From an optimization exercise on the open Yosys and OpenROAD flow, aimed at small area; shortcuts taken in it are not production practice.
The RTL was checked by simulation tests, not by an equivalence proof against the original design.
Power figures rest on the tool's default switching activity, not on a simulated workload.

== rev 12 ==
==> flow/design.v <==
module sprite_loader (
   input  logic       clk,
   input  logic       reset,
   input  logic [7:0] rx_data,
   input  logic       rx_valid,
   output logic       rx_ready,
   input  logic       vblank,
   input  logic [7:0] rd_addr,
   output logic [7:0] rd_bits,
   output logic       busy,
   output logic       done,
   output logic       err,
   output logic [4:0] loaded_mask
);
   localparam logic [7:0] SYNC_BYTE = 8'hA5;
   localparam logic [7:0] MAX_INDEX = 8'd4;
   localparam int         NGRP      = 40;      
   localparam logic [5:0] DONE_AT   = 6'd46;   
   localparam logic [1:0] S_HUNT  = 2'd0;
   localparam logic [1:0] S_INDEX = 2'd1;
   localparam logic [1:0] S_DATA  = 2'd2;
   localparam logic [1:0] S_CHECK = 2'd3;
   logic [1:0]  st;
   logic        pend;        
   logic        armed;       
   logic [5:0]  cnt;         
   logic [2:0]  index;
   logic        ins_run;     
   logic        ins_done;    
   logic [5:0]  phase;       
   logic [31:0] ring  [0:NGRP-1];
   logic [7:0]  lane0 [0:7];
   logic [7:0]  lane1 [0:7];
   logic [7:0]  lane2 [0:7];
   logic [7:0]  lane3 [0:7];
   logic [7:0] xor_sum;
   logic accept, acc_idx, acc_data, acc_chk;
   logic idx_ok, sum_ok, frame_good, go, ins, done_set;
   logic [3:0] lane_we;
   assign rx_ready = ~pend;
   assign busy     = (st != S_HUNT) | pend;
   assign accept   = rx_valid & ~pend;
   assign acc_idx  = accept & (st == S_INDEX);
   assign acc_data = accept & (st == S_DATA);
   assign acc_chk  = accept & (st == S_CHECK);
   assign idx_ok   = (rx_data <= MAX_INDEX);
   assign sum_ok     = (rx_data == xor_sum);
   assign frame_good = acc_chk & sum_ok;
   assign go       = (pend & (armed | vblank)) | (frame_good & vblank);
   assign ins      = ins_run | (go & ~ins_done & (phase == {index, 3'b000}));
   assign done_set = armed & (cnt == DONE_AT);
   always_ff @(posedge clk or posedge reset) begin
      if (reset) begin
         st          <= S_HUNT;
         pend        <= 1'b0;
         armed       <= 1'b0;
         cnt         <= '0;
         index       <= '0;
         ins_run     <= 1'b0;
         ins_done    <= 1'b0;
         done        <= 1'b0;
         err         <= 1'b0;
         loaded_mask <= '0;
      end else begin
         done    <= done_set;
         err     <= (acc_idx & ~idx_ok)
                    | (acc_chk & ~sum_ok)
                    ;
         ins_run <= ins & (phase[2:0] != 3'd7);
         if (ins & (phase[2:0] == 3'd7)) ins_done <= 1'b1;
         if (accept) begin
            case (st)
               S_HUNT:  if (rx_data == SYNC_BYTE) st <= S_INDEX;
               S_INDEX: st <= idx_ok ? S_DATA : S_HUNT;
               S_DATA:  if (cnt[4:0] == 5'd31) st <= S_CHECK;
               default: st <= S_HUNT;
            endcase
         end
         if (acc_idx & idx_ok) begin
            index <= rx_data[2:0];
            cnt   <= '0;
         end else if (acc_data) begin
            cnt   <= cnt + 6'd1;
         end else if (go & ~armed) begin
            cnt   <= 6'd1;
         end else if (armed) begin
            cnt   <= cnt + 6'd1;
         end
         if (frame_good) pend <= 1'b1;
         if (go) armed <= 1'b1;
         if (done_set) begin
            pend        <= 1'b0;
            armed       <= 1'b0;
            ins_done    <= 1'b0;
            loaded_mask <= loaded_mask | (5'd1 << index);
         end
      end
   end
   always_ff @(posedge clk or posedge reset) begin
      if (reset) begin
         xor_sum <= '0;
      end else if (acc_idx) begin
         xor_sum <= '0;
      end else if (acc_data) begin
         xor_sum <= xor_sum ^ rx_data;
      end
   end
   always_ff @(posedge clk) begin
      phase <= (phase >= 6'(NGRP - 1)) ? 6'd0 : phase + 6'd1;
   end
   always_comb begin
      for (int l = 0; l < 4; l++) lane_we[l] = ins | (acc_data & (cnt[1:0] == 2'(l)));
   end
   logic [63:0] lane_q [0:3];
   logic [63:0] lane_d [0:3];
   logic [3:0]  lane_wen;
   assign lane_wen = ~lane_we;
   assign lane_q[0] = {lane0[7], lane0[6], lane0[5], lane0[4], lane0[3], lane0[2], lane0[1], lane0[0]};
   assign lane_q[1] = {lane1[7], lane1[6], lane1[5], lane1[4], lane1[3], lane1[2], lane1[1], lane1[0]};
   assign lane_q[2] = {lane2[7], lane2[6], lane2[5], lane2[4], lane2[3], lane2[2], lane2[1], lane2[0]};
   assign lane_q[3] = {lane3[7], lane3[6], lane3[5], lane3[4], lane3[3], lane3[2], lane3[1], lane3[0]};
   for (genvar l = 0; l < 4; l++) begin : g_lane
      sl_ao22 #(.W(64)) u_hold (
         .a  ({lane_q[l][55:0], rx_data}),
         .sa (lane_we[l]),
         .b  (lane_q[l]),
         .sb (lane_wen[l]),
         .y  (lane_d[l])
      );
   end
   always_ff @(posedge clk) begin
      for (int n = 0; n < 8; n++) begin
         lane0[n] <= lane_d[0][8*n +: 8];
         lane1[n] <= lane_d[1][8*n +: 8];
         lane2[n] <= lane_d[2][8*n +: 8];
         lane3[n] <= lane_d[3][8*n +: 8];
      end
   end
   logic [31:0] ring_in;
   sl_ao22 #(.W(32)) u_entry (
      .a  ({lane3[7], lane2[7], lane1[7], lane0[7]}),
      .sa (ins),
      .b  (ring[0]),
      .sb (~ins),
      .y  (ring_in)
   );
   always_ff @(posedge clk) begin
      for (int p = 0; p < NGRP - 1; p++) ring[p] <= ring[p+1];
      ring[NGRP-1] <= ring_in;
   end
   logic [6:0]  diff;
   logic [5:0]  slot;
   logic [31:0] col;
   assign diff = {1'b0, rd_addr[7:2]} - {1'b0, phase};
   assign slot = diff[6] ? 6'(diff + 7'(NGRP)) : diff[5:0];
   logic [NGRP-1:0] sel;
   always_comb begin
      for (int p = 0; p < NGRP; p++) sel[p] = (slot == 6'(p));
   end
   logic [31:0] t [0:13];
   for (genvar j = 0; j < 12; j++) begin : g_aoi3
      sl_aoi222 #(.W(32)) u_aoi (
         .a (ring[3*j]),   .sa (sel[3*j]),
         .b (ring[3*j+1]), .sb (sel[3*j+1]),
         .c (ring[3*j+2]), .sc (sel[3*j+2]),
         .y (t[j])
      );
   end
   for (genvar j = 0; j < 2; j++) begin : g_aoi2
      sl_aoi22 #(.W(32)) u_aoi (
         .a (ring[36+2*j]),   .sa (sel[36+2*j]),
         .b (ring[36+2*j+1]), .sb (sel[36+2*j+1]),
         .y (t[12+j])
      );
   end
   logic [31:0] u [0:3];
   for (genvar j = 0; j < 3; j++) begin : g_nand
      sl_nand4 #(.W(32)) u_nand (.a (t[4*j]), .b (t[4*j+1]), .c (t[4*j+2]), .d (t[4*j+3]), .y (u[j]));
   end
   assign u[3] = ~(t[12] & t[13]);
   assign col  = u[0] | u[1] | u[2] | u[3];
   always_comb begin
      case (rd_addr[1:0])
         2'd0:    rd_bits = col[7:0];
         2'd1:    rd_bits = col[15:8];
         2'd2:    rd_bits = col[23:16];
         default: rd_bits = col[31:24];
      endcase
   end
endmodule
module sl_ao22 #(parameter int W = 8) (
   input  logic [W-1:0] a,
   input  logic         sa,
   input  logic [W-1:0] b,
   input  logic         sb,
   output logic [W-1:0] y
);
   assign y = (a & {W{sa}}) | (b & {W{sb}});
endmodule
module sl_aoi22 #(parameter int W = 8) (
   input  logic [W-1:0] a,
   input  logic         sa,
   input  logic [W-1:0] b,
   input  logic         sb,
   output logic [W-1:0] y
);
   assign y = ~((a & {W{sa}}) | (b & {W{sb}}));
endmodule
module sl_aoi222 #(parameter int W = 8) (
   input  logic [W-1:0] a,
   input  logic         sa,
   input  logic [W-1:0] b,
   input  logic         sb,
   input  logic [W-1:0] c,
   input  logic         sc,
   output logic [W-1:0] y
);
   assign y = ~((a & {W{sa}}) | (b & {W{sb}}) | (c & {W{sc}}));
endmodule
module sl_nand4 #(parameter int W = 8) (
   input  logic [W-1:0] a,
   input  logic [W-1:0] b,
   input  logic [W-1:0] c,
   input  logic [W-1:0] d,
   output logic [W-1:0] y
);
   assign y = ~(a & b & c & d);
endmodule
==> flow/config.mk <==
export PLATFORM = sky130hd
export DESIGN_NAME = sprite_loader
export DESIGN_NICKNAME = sprite_loader
export VERILOG_FILES = /design/flow/design.v
export SDC_FILE = /design/flow/constraint.sdc
export NUM_CORES = 4
export LEC_CHECK = 0
export CAP_MARGIN = 20
export CORE_MARGIN = 2
export CORE_UTILIZATION = 70
export CTS_CLUSTER_DIAMETER = 80
export CTS_CLUSTER_SIZE = 32
export PLACE_DENSITY = 0.8
export SLEW_MARGIN = 20
export SYNTH_HIERARCHICAL = 1
export SYNTH_MINIMUM_KEEP_SIZE = 0
==> flow/constraint.sdc <==
create_clock -name core_clock -period 10.0 [get_ports {clk}]
set_input_delay 2.0000 -clock core_clock [delete_from_list [all_inputs] [get_ports {clk}]]
set_output_delay 2.0000 -clock core_clock [all_outputs]
set_load 0.01 [all_outputs]
run.sh (not shown) runs the stock make flow with config.mk's settings and CLKGATE_MAP_FILE= SYNTH_SCRIPT=/design/flow/synth_recipe.tcl, a recipe that flattens the netlist after the stock synthesis.
In summary, rev 12 completed successfully, with a layout that passed the timing, design-rule and antenna checks.
The following lists how rev 13 was set up differently from rev 12:
diff --git a/flow/design.v b/flow/design.v
--- a/flow/design.v
+++ b/flow/design.v
@@ -54,8 +54,6 @@
          st          <= S_HUNT;
          pend        <= 1'b0;
          armed       <= 1'b0;
-         cnt         <= '0;
-         index       <= '0;
          ins_run     <= 1'b0;
          ins_done    <= 1'b0;
          done        <= 1'b0;
@@ -76,16 +74,6 @@
                default: st <= S_HUNT;
             endcase
          end
-         if (acc_idx & idx_ok) begin
-            index <= rx_data[2:0];
-            cnt   <= '0;
-         end else if (acc_data) begin
-            cnt   <= cnt + 6'd1;
-         end else if (go & ~armed) begin
-            cnt   <= 6'd1;
-         end else if (armed) begin
-            cnt   <= cnt + 6'd1;
-         end
          if (frame_good) pend <= 1'b1;
          if (go) armed <= 1'b1;
          if (done_set) begin
@@ -96,10 +84,20 @@
          end
       end
    end
-   always_ff @(posedge clk or posedge reset) begin
-      if (reset) begin
-         xor_sum <= '0;
-      end else if (acc_idx) begin
+   always_ff @(posedge clk) begin
+      if (acc_idx & idx_ok) begin
+         index <= rx_data[2:0];
+         cnt   <= '0;
+      end else if (acc_data) begin
+         cnt   <= cnt + 6'd1;
+      end else if (go & ~armed) begin
+         cnt   <= 6'd1;
+      end else if (armed) begin
+         cnt   <= cnt + 6'd1;
+      end
+   end
+   always_ff @(posedge clk) begin
+      if (acc_idx) begin
          xor_sum <= '0;
       end else if (acc_data) begin
          xor_sum <= xor_sum ^ rx_data;
@@ -148,14 +146,29 @@
       for (int p = 0; p < NGRP - 1; p++) ring[p] <= ring[p+1];
       ring[NGRP-1] <= ring_in;
    end
-   logic [6:0]  diff;
-   logic [5:0]  slot;
    logic [31:0] col;
-   assign diff = {1'b0, rd_addr[7:2]} - {1'b0, phase};
-   assign slot = diff[6] ? 6'(diff + 7'(NGRP)) : diff[5:0];
+   logic [2:0]  kk;
+   logic        bor;
+   logic [2:0]  hs;           
+   logic [7:0]  ksel;
+   logic [4:0]  hsel;
    logic [NGRP-1:0] sel;
+   assign kk  = rd_addr[4:2] - phase[2:0];
+   assign bor = rd_addr[4:2] < phase[2:0];
+   assign hs  = phase[5:3] + {2'b00, bor};
+   logic [4:0] idec;
    always_comb begin
-      for (int p = 0; p < NGRP; p++) sel[p] = (slot == 6'(p));
+      for (int k = 0; k < 8; k++) ksel[k] = (kk == 3'(k));
+      for (int i = 0; i < 5; i++) idec[i] = (rd_addr[7:5] == 3'(i));
+      case (hs)
+         3'd0:    hsel = idec;
+         3'd1:    hsel = {idec[0], idec[4:1]};
+         3'd2:    hsel = {idec[1:0], idec[4:2]};
+         3'd3:    hsel = {idec[2:0], idec[4:3]};
+         3'd4:    hsel = {idec[3:0], idec[4]};
+         default: hsel = idec;
+      endcase
+      for (int p = 0; p < NGRP; p++) sel[p] = hsel[p / 8] & ksel[p % 8];
    end
    logic [31:0] t [0:13];
    for (genvar j = 0; j < 12; j++) begin : g_aoi3
==> comparison <==
- Run comparison: rev 12 start point of the critical path rd_addr[2]; rev 13 start point of the critical path rd_addr[4]
- Taking rev 12 as the reference, in rev 13 share of the clock period used by the worst path lost 0.57 points, initial standard-cell utilization of the core lost 0.18 points, number of buffers added by the clock tree synthesis step lost about 1.8%, slew at the pin with the worst max-slew slack picked up an extra 0.21 ns, multi-input gate share of total cell area neither gained nor lost much.
- Against rev 12, first-pass GRT wire length in rev 13 fell slightly.
- Summary of rev 13 over rev 12: post-route minimum period moved down; fraction of registers with async set/reset moved down; highest ir drop seen on vdd moved down.
- Higher met1 layer wirelength in the final routing was reported by rev 12, not rev 13.
- Both conditions hold for rev 13: the flow ran to the end and the final layout passed the timing, design-rule and antenna checks.
- Rev 13: utilization of the core after routing lower than rev 12
- The total chip power reported for rev 13 is smaller than that of rev 12 by 0.64%.
- Taking rev 12 as the reference point, the fraction of standard cell area that is sequential of rev 13 rises by 0.82 points.

[port drivers added, routing unchanged]
In the flow no input, the clock included, has a driving cell. The finished layouts below were timed again as built, in two steps. Step 1 assumes that a clkbuf_16 drives the clock port and a buf_2 every other input. Step 2, shift: input delay + t, output delay - t, t = (earliest + latest rising clock arrival at the registers) / 2. This alone moves slack from input paths to output paths. Three values: ideal ports, drivers, drivers and shift; two values: the first two.
run	t, ns	slack for setup (ns)	worst slew at a driven data input, ns
rev 12	0.724	0.195 / 0.173 / 0.173	0.08
rev 13	0.729	0.252 / 0.228 / 0.228	0.06
After both steps every run listed still meets setup and hold. The setup slack of rev 13, which loses most, moves by -0.024 ns with the drivers and by -0.024 ns with both steps.
